Background: an optimization exercise with open tools, aiming at small area. Do not read the settings as production practice. The RTL was checked by simulation tests, not by an equivalence proof against the original design. Power is estimated from default activity; no workload was simulated.

--- config.mk ---
export PLATFORM = sky130hd
export DESIGN_NAME = id_stage
export DESIGN_NICKNAME = id_stage
export VERILOG_FILES = /design/flow/design.v
export SDC_FILE = /design/flow/constraint.sdc
export NUM_CORES = 4
export LEC_CHECK = 0
export CAP_MARGIN = 20
export CORE_MARGIN = 2
export CORE_UTILIZATION = 40
export PLACE_DENSITY = 0.6
export SLEW_MARGIN = 20
--- constraint.sdc ---
create_clock -name core_clock -period 5.0 [get_ports {clk_i}]
set_input_delay 1.0000 -clock core_clock [delete_from_list [all_inputs] [get_ports {clk_i}]]
set_output_delay 1.0000 -clock core_clock [all_outputs]
set_load 0.01 [all_outputs]
--- design.v ---
package id_pkg;
	localparam int DATA_W     = 32;           
	localparam int INST_W     = 32;           
	localparam int REG_ADDR_W = 5;            
	localparam int REG_NUM    = 32;           
	localparam int IMM_W      = 16;           
	typedef enum logic [5:0] {
		OP_SPECIAL = 6'b000000,               
		OP_ADDI    = 6'b001000,
		OP_ADDIU   = 6'b001001,
		OP_SLTI    = 6'b001010,
		OP_SLTIU   = 6'b001011,
		OP_ANDI    = 6'b001100,
		OP_ORI     = 6'b001101,
		OP_XORI    = 6'b001110,
		OP_LUI     = 6'b001111
	} op_e;
	typedef enum logic [5:0] {
		FN_SLL  = 6'b000000,                  
		FN_SRL  = 6'b000010,
		FN_SRA  = 6'b000011,
		FN_SLLV = 6'b000100,                  
		FN_SRLV = 6'b000110,
		FN_SRAV = 6'b000111,
		FN_MOVZ = 6'b001010,
		FN_MOVN = 6'b001011,
		FN_ADD  = 6'b100000,
		FN_ADDU = 6'b100001,
		FN_SUB  = 6'b100010,
		FN_SUBU = 6'b100011,
		FN_AND  = 6'b100100,
		FN_OR   = 6'b100101,
		FN_XOR  = 6'b100110,
		FN_NOR  = 6'b100111,
		FN_SLT  = 6'b101010,
		FN_SLTU = 6'b101011
	} funct_e;
	typedef enum logic [7:0] {
		ALU_NOP   = 8'b00000000,
		ALU_SRL   = 8'b00000010,
		ALU_SRA   = 8'b00000011,
		ALU_MOVZ  = 8'b00001010,
		ALU_MOVN  = 8'b00001011,
		ALU_ADD   = 8'b00100000,
		ALU_ADDU  = 8'b00100001,
		ALU_SUB   = 8'b00100010,
		ALU_SUBU  = 8'b00100011,
		ALU_AND   = 8'b00100100,
		ALU_OR    = 8'b00100101,
		ALU_XOR   = 8'b00100110,
		ALU_NOR   = 8'b00100111,
		ALU_SLT   = 8'b00101010,
		ALU_SLTU  = 8'b00101011,
		ALU_ADDI  = 8'b01010101,
		ALU_ADDIU = 8'b01010110,
		ALU_SLL   = 8'b01111100
	} aluop_e;
	typedef enum logic [2:0] {
		SEL_NOP   = 3'b000,
		SEL_LOGIC = 3'b001,
		SEL_SHIFT = 3'b010,
		SEL_MOVE  = 3'b011,
		SEL_ARITH = 3'b100
	} alusel_e;
	typedef struct packed {
		logic                  we;            
		logic [REG_ADDR_W-1:0] addr;          
		logic [DATA_W-1:0]     data;          
	} reg_wr_t;
	typedef struct packed {
		logic                  reg1_read;     
		logic                  reg2_read;     
		logic [REG_ADDR_W-1:0] reg1_addr;     
		logic [REG_ADDR_W-1:0] reg2_addr;     
		logic [DATA_W-1:0]     imm;           
		aluop_e                aluop;
		alusel_e               alusel;
		logic [REG_ADDR_W-1:0] wd;            
		logic                  wreg;          
	} dec_ctrl_t;
	typedef struct packed {
		aluop_e                aluop;
		alusel_e               alusel;
		logic [DATA_W-1:0]     reg1;          
		logic [DATA_W-1:0]     reg2;          
		logic [REG_ADDR_W-1:0] wd;
		logic                  wreg;
	} id_out_t;
endpackage
`timescale 1ns/100ps
module id_decoder
(
	input  logic [id_pkg::INST_W-1:0] inst_i,
	output id_pkg::dec_ctrl_t         ctrl_o
);
	id_pkg::op_e                   opcode;
	id_pkg::funct_e                funct;
	logic [id_pkg::REG_ADDR_W-1:0] rs;
	logic [id_pkg::REG_ADDR_W-1:0] rt;
	logic [id_pkg::REG_ADDR_W-1:0] rd;
	logic [id_pkg::REG_ADDR_W-1:0] shamt;
	logic [id_pkg::IMM_W-1:0]      imm16;
	id_pkg::aluop_e                fn_aluop;      
	logic                  fn_shamt;      
	logic                  fn_legal;
	id_pkg::aluop_e                op_aluop;      
	logic [id_pkg::DATA_W-1:0]     imm_ext;
	assign opcode = id_pkg::op_e'(inst_i[31:26]);
	assign rs     = inst_i[25:21];
	assign rt     = inst_i[20:16];
	assign rd     = inst_i[15:11];
	assign shamt  = inst_i[10:6];
	assign funct  = id_pkg::funct_e'(inst_i[5:0]);
	assign imm16  = inst_i[15:0];
	function automatic id_pkg::alusel_e sel_of(id_pkg::aluop_e op);
		case (op)
			id_pkg::ALU_AND, id_pkg::ALU_OR, id_pkg::ALU_XOR, id_pkg::ALU_NOR:
				sel_of = id_pkg::SEL_LOGIC;
			id_pkg::ALU_SLL, id_pkg::ALU_SRL, id_pkg::ALU_SRA:
				sel_of = id_pkg::SEL_SHIFT;
			id_pkg::ALU_MOVN, id_pkg::ALU_MOVZ:
				sel_of = id_pkg::SEL_MOVE;
			id_pkg::ALU_SLT, id_pkg::ALU_SLTU, id_pkg::ALU_ADD, id_pkg::ALU_ADDU, id_pkg::ALU_SUB, id_pkg::ALU_SUBU, id_pkg::ALU_ADDI, id_pkg::ALU_ADDIU:
				sel_of = id_pkg::SEL_ARITH;
			default:
				sel_of = id_pkg::SEL_NOP;
		endcase
	endfunction
	always_comb
	begin
		case (funct)
			id_pkg::FN_AND:  fn_aluop = id_pkg::ALU_AND;
			id_pkg::FN_OR:   fn_aluop = id_pkg::ALU_OR;
			id_pkg::FN_XOR:  fn_aluop = id_pkg::ALU_XOR;
			id_pkg::FN_NOR:  fn_aluop = id_pkg::ALU_NOR;
			id_pkg::FN_SLL:  fn_aluop = id_pkg::ALU_SLL;
			id_pkg::FN_SRL:  fn_aluop = id_pkg::ALU_SRL;
			id_pkg::FN_SRA:  fn_aluop = id_pkg::ALU_SRA;
			id_pkg::FN_SLLV: fn_aluop = id_pkg::ALU_SLL;   
			id_pkg::FN_SRLV: fn_aluop = id_pkg::ALU_SRL;
			id_pkg::FN_SRAV: fn_aluop = id_pkg::ALU_SRA;
			id_pkg::FN_MOVN: fn_aluop = id_pkg::ALU_MOVN;
			id_pkg::FN_MOVZ: fn_aluop = id_pkg::ALU_MOVZ;
			id_pkg::FN_SLT:  fn_aluop = id_pkg::ALU_SLT;
			id_pkg::FN_SLTU: fn_aluop = id_pkg::ALU_SLTU;
			id_pkg::FN_ADD:  fn_aluop = id_pkg::ALU_ADD;
			id_pkg::FN_ADDU: fn_aluop = id_pkg::ALU_ADDU;
			id_pkg::FN_SUB:  fn_aluop = id_pkg::ALU_SUB;
			id_pkg::FN_SUBU: fn_aluop = id_pkg::ALU_SUBU;
			default: fn_aluop = id_pkg::ALU_NOP;   
		endcase
	end
	assign fn_shamt = (funct == id_pkg::FN_SLL) || (funct == id_pkg::FN_SRL) || (funct == id_pkg::FN_SRA);
	assign fn_legal = (fn_aluop != id_pkg::ALU_NOP) && (fn_shamt ? (rs == '0) : (shamt == '0));
	always_comb
	begin
		case (opcode)
			id_pkg::OP_ANDI:  op_aluop = id_pkg::ALU_AND;
			id_pkg::OP_ORI:   op_aluop = id_pkg::ALU_OR;
			id_pkg::OP_XORI:  op_aluop = id_pkg::ALU_XOR;
			id_pkg::OP_LUI:   op_aluop = id_pkg::ALU_OR;    
			id_pkg::OP_SLTI:  op_aluop = id_pkg::ALU_SLT;
			id_pkg::OP_SLTIU: op_aluop = id_pkg::ALU_SLTU;
			id_pkg::OP_ADDI:  op_aluop = id_pkg::ALU_ADDI;
			id_pkg::OP_ADDIU: op_aluop = id_pkg::ALU_ADDIU;
			default:  op_aluop = id_pkg::ALU_NOP;
		endcase
	end
	always_comb
	begin
		case (opcode)
			id_pkg::OP_SPECIAL:
				imm_ext = {{(id_pkg::DATA_W-id_pkg::REG_ADDR_W){1'b0}}, shamt};
			id_pkg::OP_LUI:
				imm_ext = {imm16, {(id_pkg::DATA_W-id_pkg::IMM_W){1'b0}}};
			id_pkg::OP_SLTI, id_pkg::OP_SLTIU, id_pkg::OP_ADDI, id_pkg::OP_ADDIU:
				imm_ext = {{(id_pkg::DATA_W-id_pkg::IMM_W){imm16[id_pkg::IMM_W-1]}}, imm16};
			default:
				imm_ext = {{(id_pkg::DATA_W-id_pkg::IMM_W){1'b0}}, imm16};
		endcase
	end
	always_comb
	begin
		ctrl_o           = '0;
		ctrl_o.reg1_addr = rs;
		ctrl_o.reg2_addr = rt;
		ctrl_o.wd        = rd;               
		ctrl_o.aluop     = id_pkg::ALU_NOP;
		ctrl_o.alusel    = id_pkg::SEL_NOP;
		if (opcode == id_pkg::OP_SPECIAL)
		begin
			if (fn_legal)
			begin
				ctrl_o.reg1_read = !fn_shamt;   
				ctrl_o.reg2_read = 1'b1;
				ctrl_o.imm       = imm_ext;
				ctrl_o.aluop     = fn_aluop;
				ctrl_o.alusel    = sel_of(fn_aluop);
				ctrl_o.wreg      = 1'b1;        
			end
		end
		else if (op_aluop != id_pkg::ALU_NOP)
		begin
			ctrl_o.reg1_read = 1'b1;
			ctrl_o.imm       = imm_ext;         
			ctrl_o.aluop     = op_aluop;
			ctrl_o.alusel    = sel_of(op_aluop);
			ctrl_o.wd        = rt;
			ctrl_o.wreg      = 1'b1;
		end
	end
endmodule
`timescale 1ns/100ps
module id_regfile
(
	input  logic                  clk_i,
	input  logic                  rst_n_i,
	input  logic [id_pkg::REG_ADDR_W-1:0] raddr1_i,
	input  logic [id_pkg::REG_ADDR_W-1:0] raddr2_i,
	input  id_pkg::reg_wr_t               wr_i,
	output logic [id_pkg::DATA_W-1:0]     rdata1_o,
	output logic [id_pkg::DATA_W-1:0]     rdata2_o
);
	logic [id_pkg::DATA_W-1:0] regs [id_pkg::REG_NUM];
	always_ff @(posedge clk_i)
	begin
		if (!rst_n_i)
		begin
			for (int i = 0; i < id_pkg::REG_NUM; i++)
				regs[i] <= '0;
		end
		else if (wr_i.we && (wr_i.addr != '0))
			regs[wr_i.addr] <= wr_i.data;
	end
	function automatic logic [id_pkg::DATA_W-1:0] read_port(logic [id_pkg::REG_ADDR_W-1:0] addr);
		if (addr == '0)
			read_port = '0;                      
		else if (wr_i.we && (wr_i.addr == addr))
			read_port = wr_i.data;
		else
			read_port = regs[addr];
	endfunction
	always_comb
	begin
		rdata1_o = read_port(raddr1_i);
		rdata2_o = read_port(raddr2_i);
	end
endmodule
`timescale 1ns/100ps
module id_operand_sel
(
	input  logic                  read_i,      
	input  logic [id_pkg::REG_ADDR_W-1:0] addr_i,
	input  logic [id_pkg::DATA_W-1:0]     rf_data_i,
	input  logic [id_pkg::DATA_W-1:0]     imm_i,
	input  id_pkg::reg_wr_t               ex_fwd_i,
	input  id_pkg::reg_wr_t               mem_fwd_i,
	output logic [id_pkg::DATA_W-1:0]     operand_o
);
	logic ex_hit;
	logic mem_hit;
	assign ex_hit  = ex_fwd_i.we && (ex_fwd_i.addr == addr_i);
	assign mem_hit = mem_fwd_i.we && (mem_fwd_i.addr == addr_i);
	always_comb
	begin
		if (!read_i)
			operand_o = imm_i;
		else if (ex_hit)
			operand_o = ex_fwd_i.data;       
		else if (mem_hit)
			operand_o = mem_fwd_i.data;
		else
			operand_o = rf_data_i;
	end
endmodule
`timescale 1ns/100ps
module id_ex_reg
(
	input  logic              clk_i,
	input  logic              rst_n_i,
	input  id_pkg::dec_ctrl_t         ctrl_i,
	input  logic [id_pkg::DATA_W-1:0] reg1_i,
	input  logic [id_pkg::DATA_W-1:0] reg2_i,
	output id_pkg::id_out_t           out_o
);
	logic wreg_d;
	always_comb
	begin
		case (ctrl_i.aluop)
			id_pkg::ALU_MOVN:
				wreg_d = ctrl_i.wreg && (reg2_i != '0);
			id_pkg::ALU_MOVZ:
				wreg_d = ctrl_i.wreg && (reg2_i == '0);
			default:
				wreg_d = ctrl_i.wreg;
		endcase
	end
	always_ff @(posedge clk_i)
	begin
		if (!rst_n_i)
		begin
			out_o.aluop  <= id_pkg::ALU_NOP;
			out_o.alusel <= id_pkg::SEL_NOP;
			out_o.reg1   <= '0;
			out_o.reg2   <= '0;
			out_o.wd     <= '0;
			out_o.wreg   <= 1'b0;
		end
		else
		begin
			out_o.aluop  <= ctrl_i.aluop;
			out_o.alusel <= ctrl_i.alusel;
			out_o.reg1   <= reg1_i;
			out_o.reg2   <= reg2_i;
			out_o.wd     <= ctrl_i.wd;
			out_o.wreg   <= wreg_d;
		end
	end
endmodule
`timescale 1ns/100ps
module id_stage
(
	input  logic                  clk_i,
	input  logic                  rst_n_i,
	input  logic [id_pkg::INST_W-1:0]     inst_i,
	input  logic                  ex_fwd_we_i,      
	input  logic [id_pkg::REG_ADDR_W-1:0] ex_fwd_addr_i,
	input  logic [id_pkg::DATA_W-1:0]     ex_fwd_data_i,
	input  logic                  mem_fwd_we_i,     
	input  logic [id_pkg::REG_ADDR_W-1:0] mem_fwd_addr_i,
	input  logic [id_pkg::DATA_W-1:0]     mem_fwd_data_i,
	input  logic                  wb_we_i,          
	input  logic [id_pkg::REG_ADDR_W-1:0] wb_addr_i,
	input  logic [id_pkg::DATA_W-1:0]     wb_data_i,
	output logic [7:0]            aluop_o,
	output logic [2:0]            alusel_o,
	output logic [id_pkg::DATA_W-1:0]     reg1_o,
	output logic [id_pkg::DATA_W-1:0]     reg2_o,
	output logic [id_pkg::REG_ADDR_W-1:0] wd_o,
	output logic                  wreg_o
);
	id_pkg::reg_wr_t           ex_fwd_i;
	id_pkg::reg_wr_t           mem_fwd_i;
	id_pkg::reg_wr_t           wb_i;
	id_pkg::id_out_t           id_out_o;
	id_pkg::dec_ctrl_t         ctrl;
	logic [id_pkg::DATA_W-1:0] rf_data1;
	logic [id_pkg::DATA_W-1:0] rf_data2;
	logic [id_pkg::DATA_W-1:0] reg1;
	logic [id_pkg::DATA_W-1:0] reg2;
	assign ex_fwd_i  = {ex_fwd_we_i, ex_fwd_addr_i, ex_fwd_data_i};
	assign mem_fwd_i = {mem_fwd_we_i, mem_fwd_addr_i, mem_fwd_data_i};
	assign wb_i      = {wb_we_i, wb_addr_i, wb_data_i};
	assign aluop_o   = id_out_o.aluop;
	assign alusel_o  = id_out_o.alusel;
	assign reg1_o    = id_out_o.reg1;
	assign reg2_o    = id_out_o.reg2;
	assign wd_o      = id_out_o.wd;
	assign wreg_o    = id_out_o.wreg;
	id_decoder decoder_i (
		.inst_i (inst_i),
		.ctrl_o (ctrl)
	);
	id_regfile regfile_i (
		.clk_i    (clk_i),
		.rst_n_i  (rst_n_i),
		.raddr1_i (ctrl.reg1_addr),
		.raddr2_i (ctrl.reg2_addr),
		.wr_i     (wb_i),
		.rdata1_o (rf_data1),
		.rdata2_o (rf_data2)
	);
	id_operand_sel operand1_sel_i (
		.read_i    (ctrl.reg1_read),
		.addr_i    (ctrl.reg1_addr),
		.rf_data_i (rf_data1),
		.imm_i     (ctrl.imm),
		.ex_fwd_i  (ex_fwd_i),
		.mem_fwd_i (mem_fwd_i),
		.operand_o (reg1)
	);
	id_operand_sel operand2_sel_i (
		.read_i    (ctrl.reg2_read),
		.addr_i    (ctrl.reg2_addr),
		.rf_data_i (rf_data2),
		.imm_i     (ctrl.imm),
		.ex_fwd_i  (ex_fwd_i),
		.mem_fwd_i (mem_fwd_i),
		.operand_o (reg2)
	);
	id_ex_reg ex_reg_i (
		.clk_i   (clk_i),
		.rst_n_i (rst_n_i),
		.ctrl_i  (ctrl),
		.reg1_i  (reg1),
		.reg2_i  (reg2),
		.out_o   (id_out_o)
	);
endmodule
--- run.sh ---
#!/bin/bash
# synth_recipe.tcl (not shown) runs the flow's synth.tcl, then flattens the netlist and writes it again
# the make line also repeats each setting of config.mk as NAME=value (left out here)
make -C /OpenROAD-flow-scripts/flow DESIGN_CONFIG=/design/flow/config.mk WORK_HOME=/design/flow/orfs CLKGATE_MAP_FILE= SYNTH_SCRIPT=/design/flow/synth_recipe.tcl finish
==> flow_metrics.tcl <==
set metrics [dict create \
    finalHoldViolCount 0 \
    p_switching_mw 6.005 \
    worstRegToRegCells 11 \
    r2r_slack_ps 1250 \
    fin_cells 6414 \
    crit_type "in2reg" \
    tritoncts "yes" \
    vias 40890 \
    dpl.cell_count 6185 \
    worstHoldStart "inst_i[18]" \
    synth-seq-cells 1103 \
    pwr-share-seq 0.462 \
    clk_pin_slew_ps 70 \
    initial_utilization 0.4019 \
    fin_nets 4528 \
    fin_ws_ps 497.3 \
    worstPathRequired_ps 5650 \
    worstPathMaxFanout 12 \
    synth-warning-count 4 \
    synthTopCellsByArea "edfxtp_1 52%, mux4_2 21%, and2_1 11%" \
    rsz0062_at_grt "false" \
    cts_setup_buffers 0 \
    antenna_left 0 \
    firstDrtPassIters 6 \
    cts_sinks 1103 \
    dp_hpwl_um 158900 \
    synth_common_cells "1,024 x edfxtp_1, 1,023 x and2_1, 553 x mux4_2" \
    ctsRootBufferMaster "clkbuf_16" \
    ctsHoldBuffers 0 \
    min_period_ps 4503 \
    area_growth_pct 18.97 \
    whs_path_depth 3 \
    core_sq_mm 0.1473 \
    synth_cell_types 72 \
    wl_met3_um 29360 \
    wl_um 239500 \
    synth-seq-area-share 0.5461 \
    status "no timing/DRC/antenna violations" \
    wl_met1_um 94770 \
    dp_slack_ps -138.5 \
    antenna_found_initial 10 \
    grt-ovfl-total 0 \
    power_density_mw_per_mm2 331.6 \
    final-max-slew-violation-count 0 \
    ys_async_sr_fraction 0 \
    max_freq_mhz 222.1 \
    synth-edff-count 1024 \
    p_clk_frac 0.398 \
    setup_viol 0 \
    drive_gt1_frac 0.2696 \
    io_pins 229 \
    relSlewSlack 0.1769 \
    drv_cap 0 \
    worstHoldEndpoint "ex_reg_i.out_o[3]" \
    grt_max_degree 103 \
    ir_drop_mv 0.2349 \
    drtIter0Drc 6303 \
    syn_inst 4068 \
    cts_made_buffers 119 \
    met2_length_um 104000 \
    synth_top_area_cell "edfxtp_1" \
    synthFlopType "edfxtp_1" \
    via_per_inst 6.375 \
    die_area_sq_mm 0.1511 \
    io_buffers 227 \
    finClkSkew_ps 34.34 \
    crit_arrival_ps 5150 \
    internal_power_mw 17.35 \
    grt_pass1_vias 39800 \
    wl_per_cell_um 37.34 \
    r2r-start "regfile_i.regs[30][29]" \
    dieHeight_um 388.7 \
    grt_pass1_wl_um 327000 \
    power_frac_comb 0.140 \
    critPathLaunchType "input pin" \
    cts.path.max_buffers 3 \
    drcViolationCount 0 \
    clk_latency_ps 760 \
    sw_frac_of_total 0.2571 \
    r2r_end "ex_reg_i.out_o[0]" \
    die_x_um 388.7 \
    grt.total_usage 0.3139 \
    syn_area_per_cell_sq_um 14.55 \
    synth_area_sq_mm 0.05921 \
    yosys.cell_count.top_type "edfxtp_1" \
    cp-end-kind "flop" \
    cts.repair.resized 0 \
    top_layer_used "met4" \
    h-tree-depth 3 \
    p_leak_nw 24.30 \
    fin_crit_sh 0.9005 \
    yosysTopAreaCellShare 0.5194 \
    num_rows 141 \
    tightest_slew_ps 1232 \
    hold_class "in2reg" \
    place.gp.congestion 1.016 \
]
placed cells by master (no fill, tap or decap), drive strengths merged, types with 5 or more instances in the layout:
| master | netlist | routed |
|---|---|---|
| edfxtp | 1024 | 1024 |
| and2 | 1024 | 1024 |
| mux4 | 553 | 553 |
| buf | 105 | 372 |
| clkdlybuf4s50 | 0 | 217 |
| clkbuf | 329 | 148 |
| nor2 | 132 | 132 |
| mux2i | 111 | 111 |
| nand2 | 84 | 84 |
| a22oi | 81 | 81 |
| a21oi | 80 | 80 |
| dfxtp | 79 | 79 |
| o21ai | 75 | 75 |
| a211oi | 60 | 60 |
| clkinv | 2 | 53 |
| o22ai | 44 | 44 |
| nand3 | 34 | 34 |
| conb | 1 | 33 |
| a221oi | 28 | 28 |
| xor2 | 17 | 17 |
| bufinv | 0 | 17 |
| o211ai | 17 | 17 |
| xnor2 | 15 | 15 |
| inv | 9 | 14 |
| nor4 | 12 | 12 |
| nand4 | 11 | 11 |
| nor3 | 11 | 11 |
| nand2b | 10 | 10 |
| o22a | 9 | 9 |
| a22o | 9 | 9 |
| nor2b | 7 | 7 |
| a2111oi | 7 | 7 |
| a21o | 6 | 6 |
| a31oi | 6 | 6 |
| a31o | 6 | 6 |
| and3 | 6 | 6 |
| o31ai | 5 | 5 |
flip-flops by register name, summed over array words and instances (netlist names):
signal and count:
ex_reg_i.out_o 79, regfile_i.regs 1024
per-layer routing:
layer / vias up / global-route usage
met4: 0 / 0.1293
met2: 2845 / 0.4602
met1: 21250 / 0.4352
li1: 16320 / -
met5: - / 0
met3: 472 / 0.09427
final cells by class:
class | instances | area [sq um]
timing repair buffer | 589 | 5807
multi-input combinational | 2552 | 25790
tap | 1930 | 2415
fill | 12540 | 76870
clock buffer | 148 | 3212
sequential | 1103 | 32330
clock inverter | 77 | 832.0
inverter | 11 | 41.29
antenna | 4 | 10.01
worst max path at each step:
stage,start,to,slack [ps],depth (start not counted)
2_1_floorplan,wb_addr_i[4],regfile_i.regs[20][0],320,6
3_3_place_gp,wb_addr_i[3],ex_reg_i.out_o[0],-120,14
3_5_place_dp,inst_i[5],ex_reg_i.out_o[0],-140,15
4_1_cts,inst_i[5],ex_reg_i.out_o[0],640,15
5_1_grt,inst_i[5],ex_reg_i.out_o[0],490,15
6_report,inst_i[5],ex_reg_i.out_o[0],500,13
cells by family (layout without fill, tap and decap cells):
logic type | after synthesis | count (layout) | synth area share
AOI/OAI and AO/OA | 461 | 461 | 0.05283
xor gates and xnor gates | 32 | 32 | 0.004734
adders and majority gates | 4 | 4 | 0.0008453
buffers and inverters | 445 | 825 | 0.03180
DFF | 1103 | 1103 | 0.5461
muxes | 668 | 668 | 0.2299
other | 1 | 37 | 0.00006334
and+or+nand+nor | 1354 | 1354 | 0.1338
power by group through the flow:
stage	sequential (mW)	clock, mW	combinational [mW]
detailed placement	11.0	0	3.19
global route	10.8	9.70	3.32
global placement	10.9	0	3.19
floorplan	10.9	0	1.70
CTS	10.8	9.35	3.20
finish	10.8	9.30	3.27
per-stage QoR:
step	hold WS, ps	cell area, sq um	util	TNS (ps)	power, mW
detailed placement	1205	66380	0.4506	-138.5	14.17
CTS	766.0	70430	0.4781	0	23.34
global placement	1200	66360	0.4505	-119.8	14.14
floorplan	823.0	59330	-	0	12.62
global route	792.6	70430	0.4781	0	23.86
finish	819.3	70440	0.4782	0	23.36
critical path, stage by stage:
cell             delay, ps
clkdlybuf4s50_1        470
or4_1                  640
nor4_1                 280
buf_4                  180
o211ai_4               140
buf_4                  250
nor3_2                 720
o221ai_1               230
o21ai_0                520
or4b_1                 220
nor4_2                  40
xor2_1                 140
a221oi_1               300

[re-timing with driven ports]
In the flow no input, the clock included, has a driving cell. The finished layout below was timed again as built, in two steps.
Step 1 sets driving cells, clkbuf_16 on the clock port and buf_2 on the other inputs (assumed; they add their load-dependent delay and slew).
Step 2 times the ports against the registers' clock, not the clock port: input delays grow and output delays shrink by t, the midpoint of the rising clock arrivals with the driver on.
a / b / c = no drivers / after step 1 / after step 2; a / b = the first two.
shift t [ns]: 0.827
setup slack, ns: 0.497 / 0.551 / -0.276
worst slew at a driven data input, ns: 0.06
Met with ideal ports but missed after step 2: setup timing in this run. The setup slack of this run moves by +0.054 ns with the drivers and by -0.773 ns with both steps.
